This design comes from an exercise in tuning for small area and a short achievable clock period on the open sky130 flow, not from production work. At most, simulation tests tie the RTL to the original design; equivalence was not proved. Power figures rest on the tool's default switching activity, not on a simulated workload.

== job 2706 ==
==> flow/design.v <==
module panel_fb_arbiter (
    input  logic       i_clock,
    input  logic       i_reset,
    input  logic       i_rd_req,
    input  logic [4:0] i_rd_row,
    input  logic [5:0] i_rd_col,
    output logic       o_rd_gnt,
    output logic       o_rd_valid,
    output logic [2:0] o_rd_data,
    input  logic       i_frame_end,
    input  logic       i_wr_valid,
    input  logic [5:0] i_wr_x,
    input  logic [4:0] i_wr_y,
    input  logic [2:0] i_wr_rgb,
    output logic       o_wr_ready,
    output logic       o_wr_err,
    input  logic       i_swap_req,
    output logic       o_swap_done,
    output logic       o_display_bank
);
    logic       r_pending;
    logic       r_display_bank;
    logic       r_swap_done;
    logic [1:0] r_starve_cnt;
    logic       r_host_wins;
    logic       r_rd_valid;
    logic [2:0] r_rd_data;
    logic       r_wr_err;
    logic       w_pending_next;
    logic [1:0] w_starve_next;
    logic       w_wr_ready;
    logic       w_rd_gnt;
    logic       w_wr_fire;
    logic       w_flip;
    logic       w_rd_oob;
    logic       w_wr_oob;
    logic       w_wr_store;
    logic [1023:0] w_we;
    logic [2:0] w_mem [0:1023];
    logic [2:0] w_rd_pix;
    assign w_wr_ready = r_host_wins || (!r_pending && !i_rd_req);
    assign w_rd_gnt   = i_rd_req && !(i_wr_valid && r_host_wins);
    assign w_wr_fire  = i_wr_valid && w_wr_ready;
    assign w_flip     = i_frame_end && (i_swap_req || r_pending);
    assign w_rd_oob   = i_rd_row[4] || i_rd_col[5];
    assign w_wr_oob   = i_wr_y[4] || i_wr_x[5];
    assign w_wr_store = w_wr_fire && !w_wr_oob;
    assign o_rd_gnt       = w_rd_gnt;
    assign o_wr_ready     = w_wr_ready;
    assign o_rd_valid     = r_rd_valid;
    assign o_rd_data      = r_rd_data;
    assign o_wr_err       = r_wr_err;
    assign o_swap_done    = r_swap_done;
    assign o_display_bank = r_display_bank;
    always_ff @(posedge i_clock or posedge i_reset) begin
        if (i_reset) begin
            r_pending      <= 1'b0;
            r_display_bank <= 1'b0;
            r_swap_done    <= 1'b0;
        end else begin
            r_pending      <= w_pending_next;
            r_display_bank <= r_display_bank ^ w_flip;
            r_swap_done    <= w_flip;
        end
    end
    assign w_pending_next = (r_pending || i_swap_req) && !i_frame_end;
    always_comb begin
        w_starve_next = r_starve_cnt;
        if (w_wr_fire) begin
            w_starve_next = 2'd0;
        end else if (i_wr_valid && !r_pending && w_rd_gnt && (r_starve_cnt != 2'd3)) begin
            w_starve_next = r_starve_cnt + 2'd1;
        end
    end
    always_ff @(posedge i_clock or posedge i_reset) begin
        if (i_reset) begin
            r_starve_cnt <= 2'd0;
            r_host_wins  <= 1'b0;
            r_wr_err     <= 1'b0;
        end else begin
            r_starve_cnt <= w_starve_next;
            r_host_wins  <= !w_pending_next && (w_starve_next == 2'd3);
            r_wr_err     <= w_wr_fire && w_wr_oob;
        end
    end
    always_ff @(posedge i_clock or posedge i_reset) begin
        if (i_reset) begin
            r_rd_valid <= 1'b0;
            r_rd_data  <= 3'd0;
        end else begin
            r_rd_valid <= w_rd_gnt;
            if (w_rd_gnt) begin
                r_rd_data <= w_rd_pix;
            end
        end
    end
    for (genvar gw = 0; gw < 1024; gw++) begin : g_we
        assign w_we[gw] = w_wr_store && ({~r_display_bank, i_wr_y[3:0], i_wr_x[4:0]} == 10'(gw));
    end
    logic [2:0] r_mem [0:1023];
    for (genvar gw = 0; gw < 1024; gw++) begin : g_word
        always_ff @(posedge i_clock) begin
            if (w_we[gw]) r_mem[gw] <= i_wr_rgb;
        end
        assign w_mem[gw] = r_mem[gw];
    end
    logic [15:0] w_rd_rsel;
    logic [63:0] w_rd_csel;
    logic [63:0] w_col_n [0:2];
    for (genvar gr = 0; gr < 16; gr++) begin : g_rsel
        assign w_rd_rsel[gr] = (i_rd_row == 5'(gr)) && !i_rd_col[5];
    end
    for (genvar gc = 0; gc < 64; gc++) begin : g_csel
        assign w_rd_csel[gc] = (r_display_bank == gc[5]) && (i_rd_col[4:0] == 5'(gc & 31));
    end
    for (genvar gb = 0; gb < 3; gb++) begin : g_rbit
        for (genvar gc = 0; gc < 64; gc++) begin : g_col
            localparam int BASE = (gc / 32) * 512 + (gc % 32);
            logic [5:0] w_grp_n;
            logic [1:0] w_any;
            for (genvar gk = 0; gk < 5; gk++) begin : g_grp
                pfb_aoi222 u_aoi (
                    .a0(w_rd_rsel[3*gk]),     .b0(w_mem[BASE + (3*gk)*32][gb]),
                    .a1(w_rd_rsel[3*gk + 1]), .b1(w_mem[BASE + (3*gk + 1)*32][gb]),
                    .a2(w_rd_rsel[3*gk + 2]), .b2(w_mem[BASE + (3*gk + 2)*32][gb]),
                    .y(w_grp_n[gk])
                );
            end
            pfb_nand2 u_last (.a(w_rd_rsel[15]), .b(w_mem[BASE + 15*32][gb]), .y(w_grp_n[5]));
            pfb_nand3 u_any0 (.a(w_grp_n[0]), .b(w_grp_n[1]), .c(w_grp_n[2]), .y(w_any[0]));
            pfb_nand3 u_any1 (.a(w_grp_n[3]), .b(w_grp_n[4]), .c(w_grp_n[5]), .y(w_any[1]));
            pfb_aoi22 u_col (
                .a0(w_rd_csel[gc]), .b0(w_any[0]),
                .a1(w_rd_csel[gc]), .b1(w_any[1]),
                .y(w_col_n[gb][gc])
            );
        end
        assign w_rd_pix[gb] = !(&w_col_n[gb]);
    end
endmodule
module pfb_aoi222 (
    input  logic a0, b0, a1, b1, a2, b2,
    output logic y
);
    assign y = !((a0 && b0) || (a1 && b1) || (a2 && b2));
endmodule
module pfb_aoi22 (
    input  logic a0, b0, a1, b1,
    output logic y
);
    assign y = !((a0 && b0) || (a1 && b1));
endmodule
module pfb_nand3 (
    input  logic a, b, c,
    output logic y
);
    assign y = !(a && b && c);
endmodule
module pfb_nand2 (
    input  logic a, b,
    output logic y
);
    assign y = !(a && b);
endmodule
clock: 5.0 ns
lec_check: 0
cap_margin: 20
core_margin: 2
core_utilization: 60
cts_cluster_diameter: 100
cts_cluster_size: 25
setup_slack_margin: 2.2
slew_margin: 20
synth_hierarchical: 1
run.sh (not shown) runs the stock make flow with config.mk's settings and CLKGATE_MAP_FILE= SYNTH_SCRIPT=/design/flow/synth_recipe.tcl, a recipe that flattens the netlist after the stock synthesis.
Here is what was changed in the inputs of job 4785 compared with job 2706.
--- a/flow/design.v
+++ b/flow/design.v
@@ -107,12 +107,13 @@
     logic [15:0] w_rd_rsel;
     logic [63:0] w_rd_csel;
     logic [63:0] w_col_n [0:2];
     for (genvar gr = 0; gr < 16; gr++) begin : g_rsel
-        assign w_rd_rsel[gr] = (i_rd_row == 5'(gr)) && !i_rd_col[5];
+        assign w_rd_rsel[gr] = (i_rd_row[3:0] == 4'(gr));
     end
     for (genvar gc = 0; gc < 64; gc++) begin : g_csel
-        assign w_rd_csel[gc] = (r_display_bank == gc[5]) && (i_rd_col[4:0] == 5'(gc & 31));
+        assign w_rd_csel[gc] = (r_display_bank == gc[5]) && (i_rd_col == 6'(gc & 31))
+                               && !i_rd_row[4];
     end
     for (genvar gb = 0; gb < 3; gb++) begin : g_rbit
         for (genvar gc = 0; gc < 64; gc++) begin : g_col
             localparam int BASE = (gc / 32) * 512 + (gc % 32);
@@ -134,9 +135,26 @@
                 .a1(w_rd_csel[gc]), .b1(w_any[1]),
                 .y(w_col_n[gb][gc])
             );
         end
-        assign w_rd_pix[gb] = !(&w_col_n[gb]);
+        logic [15:0] w_or1;
+        logic [7:0]  w_or2_n;
+        logic [1:0]  w_or3;
+        logic        w_or4_n;
+        for (genvar gq = 0; gq < 16; gq++) begin : g_or1
+            pfb_nand4 u_or1 (.a(w_col_n[gb][4*gq]), .b(w_col_n[gb][4*gq + 1]),
+                             .c(w_col_n[gb][4*gq + 2]), .d(w_col_n[gb][4*gq + 3]),
+                             .y(w_or1[gq]));
+        end
+        for (genvar gq = 0; gq < 8; gq++) begin : g_or2
+            pfb_nor2 u_or2 (.a(w_or1[2*gq]), .b(w_or1[2*gq + 1]), .y(w_or2_n[gq]));
+        end
+        for (genvar gq = 0; gq < 2; gq++) begin : g_or3
+            pfb_nand4 u_or3 (.a(w_or2_n[4*gq]), .b(w_or2_n[4*gq + 1]), .c(w_or2_n[4*gq + 2]),
+                             .d(w_or2_n[4*gq + 3]), .y(w_or3[gq]));
+        end
+        pfb_nor2 u_or4 (.a(w_or3[0]), .b(w_or3[1]), .y(w_or4_n));
+        assign w_rd_pix[gb] = !w_or4_n;
     end
 endmodule
 module pfb_aoi222 (
     input  logic a0, b0, a1, b1, a2, b2,
@@ -155,8 +173,20 @@
     output logic y
 );
     assign y = !(a && b && c);
 endmodule
+module pfb_nand4 (
+    input  logic a, b, c, d,
+    output logic y
+);
+    assign y = !(a && b && c && d);
+endmodule
+module pfb_nor2 (
+    input  logic a, b,
+    output logic y
+);
+    assign y = !(a || b);
+endmodule
 module pfb_nand2 (
     input  logic a, b,
     output logic y
 );
Notes after the runs:
Final wirelength is higher on job 2706
Total number of vias delta for job 4785 relative to job 2706: 0.41% lower
Job 4785 vs job 2706, normalized max-slew margin went up by 13 points.
Share of total power in combinational logic in job 4785 vs job 2706: up 1.1 points
On overall power of the completed layout: between job 2706 and job 4785, it ends up higher for job 4785.
Looking only at post-CTS setup buffer count, and setting everything else aside, the lower value of job 2706 and job 4785 goes to job 4785.
Density: job 4785 sparser than job 2706
Insertion delay to the later sink of the worst-skew pair (job 4785 over job 2706): decrease, 20 ps
Between job 2706 and job 4785, sequential share of layout area is lower for job 2706, job 4785 comes in above that.
Function not checked in job 4785: the RTL went through the layout flow alone.

========
panel_fb_arbiter, a different RTL version from the one above (not shown whole).
For scale: ~3100 flip-flops, ~110000 um2 of cells after synthesis.
==> module panel_fb_arbiter, before the edit <==
module panel_fb_arbiter (
    input  logic       i_clock,
    input  logic       i_reset,
    input  logic       i_rd_req,
    input  logic [4:0] i_rd_row,
    input  logic [5:0] i_rd_col,
    output logic       o_rd_gnt,
    output logic       o_rd_valid,
    output logic [2:0] o_rd_data,
    input  logic       i_frame_end,
    input  logic       i_wr_valid,
    input  logic [5:0] i_wr_x,
    input  logic [4:0] i_wr_y,
    input  logic [2:0] i_wr_rgb,
    output logic       o_wr_ready,
    output logic       o_wr_err,
    input  logic       i_swap_req,
    output logic       o_swap_done,
    output logic       o_display_bank
);
    logic       r_pending;
    logic       r_display_bank;
    logic       r_swap_done;
    logic [1:0] r_starve_cnt;
    logic       r_host_wins;
    logic       r_rd_valid;
    logic [2:0] r_rd_data;
    logic       r_wr_err;
    logic       w_pending_next;
    logic [1:0] w_starve_next;
    logic       w_wr_ready;
    logic       w_rd_gnt;
    logic       w_wr_fire;
    logic       w_flip;
    logic       w_rd_oob;
    logic       w_wr_oob;
    logic       w_wr_store;
    logic [1023:0] w_we;
    logic [2:0] w_mem [0:1023];
    logic [2:0] w_rd_pix;
    assign w_wr_ready = r_host_wins || (!r_pending && !i_rd_req);
    assign w_rd_gnt   = i_rd_req && !(i_wr_valid && r_host_wins);
    assign w_wr_fire  = i_wr_valid && w_wr_ready;
    assign w_flip     = i_frame_end && (i_swap_req || r_pending);
    assign w_rd_oob   = i_rd_row[4] || i_rd_col[5];
    assign w_wr_oob   = i_wr_y[4] || i_wr_x[5];
    assign w_wr_store = w_wr_fire && !w_wr_oob;
    assign o_rd_gnt       = w_rd_gnt;
    assign o_wr_ready     = w_wr_ready;
    assign o_rd_valid     = r_rd_valid;
    assign o_rd_data      = r_rd_data;
    assign o_wr_err       = r_wr_err;
    assign o_swap_done    = r_swap_done;
    assign o_display_bank = r_display_bank;
    always_ff @(posedge i_clock or posedge i_reset) begin
        if (i_reset) begin
            r_pending      <= 1'b0;
            r_display_bank <= 1'b0;
            r_swap_done    <= 1'b0;
        end else begin
            r_pending      <= w_pending_next;
            r_display_bank <= r_display_bank ^ w_flip;
            r_swap_done    <= w_flip;
        end
    end
    assign w_pending_next = (r_pending || i_swap_req) && !i_frame_end;
    always_comb begin
        w_starve_next = r_starve_cnt;
        if (w_wr_fire) begin
            w_starve_next = 2'd0;
        end else if (i_wr_valid && !r_pending && w_rd_gnt && (r_starve_cnt != 2'd3)) begin
            w_starve_next = r_starve_cnt + 2'd1;
        end
    end
    always_ff @(posedge i_clock or posedge i_reset) begin
        if (i_reset) begin
            r_starve_cnt <= 2'd0;
            r_host_wins  <= 1'b0;
            r_wr_err     <= 1'b0;
        end else begin
            r_starve_cnt <= w_starve_next;
            r_host_wins  <= !w_pending_next && (w_starve_next == 2'd3);
            r_wr_err     <= w_wr_fire && w_wr_oob;
        end
    end
    always_ff @(posedge i_clock or posedge i_reset) begin
        if (i_reset) begin
            r_rd_valid <= 1'b0;
            r_rd_data  <= 3'd0;
        end else begin
            r_rd_valid <= w_rd_gnt;
            if (w_rd_gnt) begin
                r_rd_data <= w_rd_pix;
            end
        end
    end
    for (genvar gw = 0; gw < 1024; gw++) begin : g_we
        assign w_we[gw] = w_wr_store && ({~r_display_bank, i_wr_y[3:0], i_wr_x[4:0]} == 10'(gw));
    end
    logic [2:0] r_mem [0:1023];
    for (genvar gw = 0; gw < 1024; gw++) begin : g_word
        always_ff @(posedge i_clock) begin
            if (w_we[gw]) r_mem[gw] <= i_wr_rgb;
        end
        assign w_mem[gw] = r_mem[gw];
    end
    logic [15:0] w_rd_rsel;
    logic [63:0] w_rd_csel;
    for (genvar gr = 0; gr < 16; gr++) begin : g_rsel
        assign w_rd_rsel[gr] = (i_rd_row[3:0] == 4'(gr));
    end
    for (genvar gc = 0; gc < 64; gc++) begin : g_csel
        assign w_rd_csel[gc] = (r_display_bank == gc[5]) && (i_rd_col == 6'(gc & 31))
                               && !i_rd_row[4];
    end
    for (genvar gb = 0; gb < 3; gb++) begin : g_rbit
        logic [63:0] w_col_n;
        for (genvar gc = 0; gc < 64; gc++) begin : g_col
            localparam int BASE = (gc / 32) * 512 + (gc % 32);
            logic [5:0] w_grp_n;
            logic [1:0] w_any;
            for (genvar gk = 0; gk < 5; gk++) begin : g_grp
                pfb_aoi222 u_aoi (
                    .a0(w_rd_rsel[3*gk]),     .b0(w_mem[BASE + (3*gk)*32][gb]),
                    .a1(w_rd_rsel[3*gk + 1]), .b1(w_mem[BASE + (3*gk + 1)*32][gb]),
                    .a2(w_rd_rsel[3*gk + 2]), .b2(w_mem[BASE + (3*gk + 2)*32][gb]),
                    .y(w_grp_n[gk])
                );
            end
            pfb_nand2 u_last (.a(w_rd_rsel[15]), .b(w_mem[BASE + 15*32][gb]), .y(w_grp_n[5]));
            pfb_nand3 u_any0 (.a(w_grp_n[0]), .b(w_grp_n[1]), .c(w_grp_n[2]), .y(w_any[0]));
            pfb_nand3 u_any1 (.a(w_grp_n[3]), .b(w_grp_n[4]), .c(w_grp_n[5]), .y(w_any[1]));
            pfb_oai21 u_col (
                .a0(w_any[0]), .a1(w_any[1]), .b(w_rd_csel[gc]),
                .y(w_col_n[gc])
            );
        end
        logic [15:0] w_or1;
        logic [7:0]  w_or2_n;
        logic [1:0]  w_or3;
        logic        w_or4_n;
        for (genvar gq = 0; gq < 16; gq++) begin : g_or1
            pfb_nand4 u_or1 (.a(w_col_n[4*gq]), .b(w_col_n[4*gq + 1]),
                             .c(w_col_n[4*gq + 2]), .d(w_col_n[4*gq + 3]),
                             .y(w_or1[gq]));
        end
        for (genvar gq = 0; gq < 8; gq++) begin : g_or2
            pfb_nor2 u_or2 (.a(w_or1[2*gq]), .b(w_or1[2*gq + 1]), .y(w_or2_n[gq]));
        end
        for (genvar gq = 0; gq < 2; gq++) begin : g_or3
            pfb_nand4 u_or3 (.a(w_or2_n[4*gq]), .b(w_or2_n[4*gq + 1]), .c(w_or2_n[4*gq + 2]),
                             .d(w_or2_n[4*gq + 3]), .y(w_or3[gq]));
        end
        pfb_nor2 u_or4 (.a(w_or3[0]), .b(w_or3[1]), .y(w_or4_n));
        assign w_rd_pix[gb] = !w_or4_n;
    end
endmodule
==> flow/config.mk <==
export PLATFORM = sky130hd
export DESIGN_NAME = panel_fb_arbiter
export DESIGN_NICKNAME = panel_fb_arbiter
export VERILOG_FILES = /design/flow/design.v
export SDC_FILE = /design/flow/constraint.sdc
export NUM_CORES = 4
export LEC_CHECK = 0
export CAP_MARGIN = 20
export CORE_MARGIN = 2
export CORE_UTILIZATION = 60
export CTS_CLUSTER_DIAMETER = 100
export CTS_CLUSTER_SIZE = 25
export SETUP_SLACK_MARGIN = 2.2
export SLEW_MARGIN = 20
export SYNTH_HIERARCHICAL = 1
==> flow/constraint.sdc <==
create_clock -name core_clock -period 5.0 [get_ports {i_clock}]
set_input_delay 1.0000 -clock core_clock [delete_from_list [all_inputs] [get_ports {i_clock}]]
set_output_delay 1.0000 -clock core_clock [all_outputs]
set_load 0.01 [all_outputs]
standard.sh (not shown) runs the stock make flow with config.mk's settings and CLKGATE_MAP_FILE= SYNTH_SCRIPT=/design/flow/synth_recipe.tcl, a recipe that flattens the netlist after the stock synthesis.
==> flow/flow/run.sh <==
#!/bin/bash
# Own flow: the standard layout (standard.sh, all steps to finish), with the port
# buffers that placement inserts on every input and output made buf_4 cells instead of
# the default pick (a delay buffer). Everything else is the standard flow.
# The make output goes to standard_flow.log here; ORFS keeps each step's log in orfs/logs.
set -euo pipefail
export BUFFER_PORTS_ARGS="-buffer_cell sky130_fd_sc_hd__buf_4"
bash standard.sh > standard_flow.log 2>&1
Change:
--- a/flow/design.v
+++ b/flow/design.v
@@ -46,6 +46,10 @@
     assign w_wr_oob   = i_wr_y[4] || i_wr_x[5];
     assign w_wr_store = w_wr_fire && !w_wr_oob;
-    assign o_rd_gnt       = w_rd_gnt;
-    assign o_wr_ready     = w_wr_ready;
+    pfb_gnt u_rd_gnt_out (
+        .rd_req(i_rd_req), .wr_valid(i_wr_valid), .host_wins(r_host_wins), .y(o_rd_gnt)
+    );
+    pfb_wready u_wr_ready_out (
+        .rd_req(i_rd_req), .pending(r_pending), .host_wins(r_host_wins), .y(o_wr_ready)
+    );
     assign o_rd_valid     = r_rd_valid;
     assign o_rd_data      = r_rd_data;
@@ -186,4 +190,16 @@
     assign y = !(a || b);
 endmodule
+module pfb_gnt (
+    input  logic rd_req, wr_valid, host_wins,
+    output logic y
+);
+    assign y = rd_req && !(wr_valid && host_wins);
+endmodule
+module pfb_wready (
+    input  logic rd_req, pending, host_wins,
+    output logic y
+);
+    assign y = host_wins || (!pending && !rd_req);
+endmodule
 module pfb_nand2 (
     input  logic a, b,
What happened: Clock-buffer cell count falls by 2; global-route usage rises by 0.93 points; worst setup slack improved by 61 ps; via count rises slightly; non-clock buffer count rises by 36; clock power is about the same; routed wire length rises by a few percent; sequential power barely changes; total power rises slightly; synthesized cell count barely changes; die area rises slightly.
The RTL of the first run of this note was laid out without a check of its function.

port drivers added, routing unchanged:
The results above use ideal ports. As a check the final layouts listed here were re-extracted and re-timed, cells and wires unchanged.
Step 1, drivers: a clkbuf_16 drives i_clock and a buf_2 each remaining input, both assumed.
Step 2 times the ports against the registers' clock, not the clock port: input delays grow and output delays shrink by t, the midpoint of the rising clock arrivals with the driver on.
a / b / c = ideal ports / drivers / drivers and shift; a / b = the first two.
run | t, ns | setup slack, ns | hold slack, ns | cell pins on the clock port's net
job 2706 | 0.945 | 1.572 / 1.627 / 0.682 | 0.565 / 0.514 / 0.565 | 1
job 4785 | 0.909 | 1.608 / 1.611 / 0.702 | 0.571 / 0.507 / 0.629 | 1
the first run of note 2 | 0.931 | 1.699 / 1.706 / 0.775 | 0.295 / 0.222 / 0.628 | 1
the second run of note 2 | 0.918 | 1.761 / 1.725 / 0.807 | 0.327 / 0.264 / 0.625 | 1
After both steps every run listed still meets setup and hold. For the second run of note 2, which loses most, drivers alone change the setup slack by -0.036 ns; drivers and shift together by -0.954 ns.
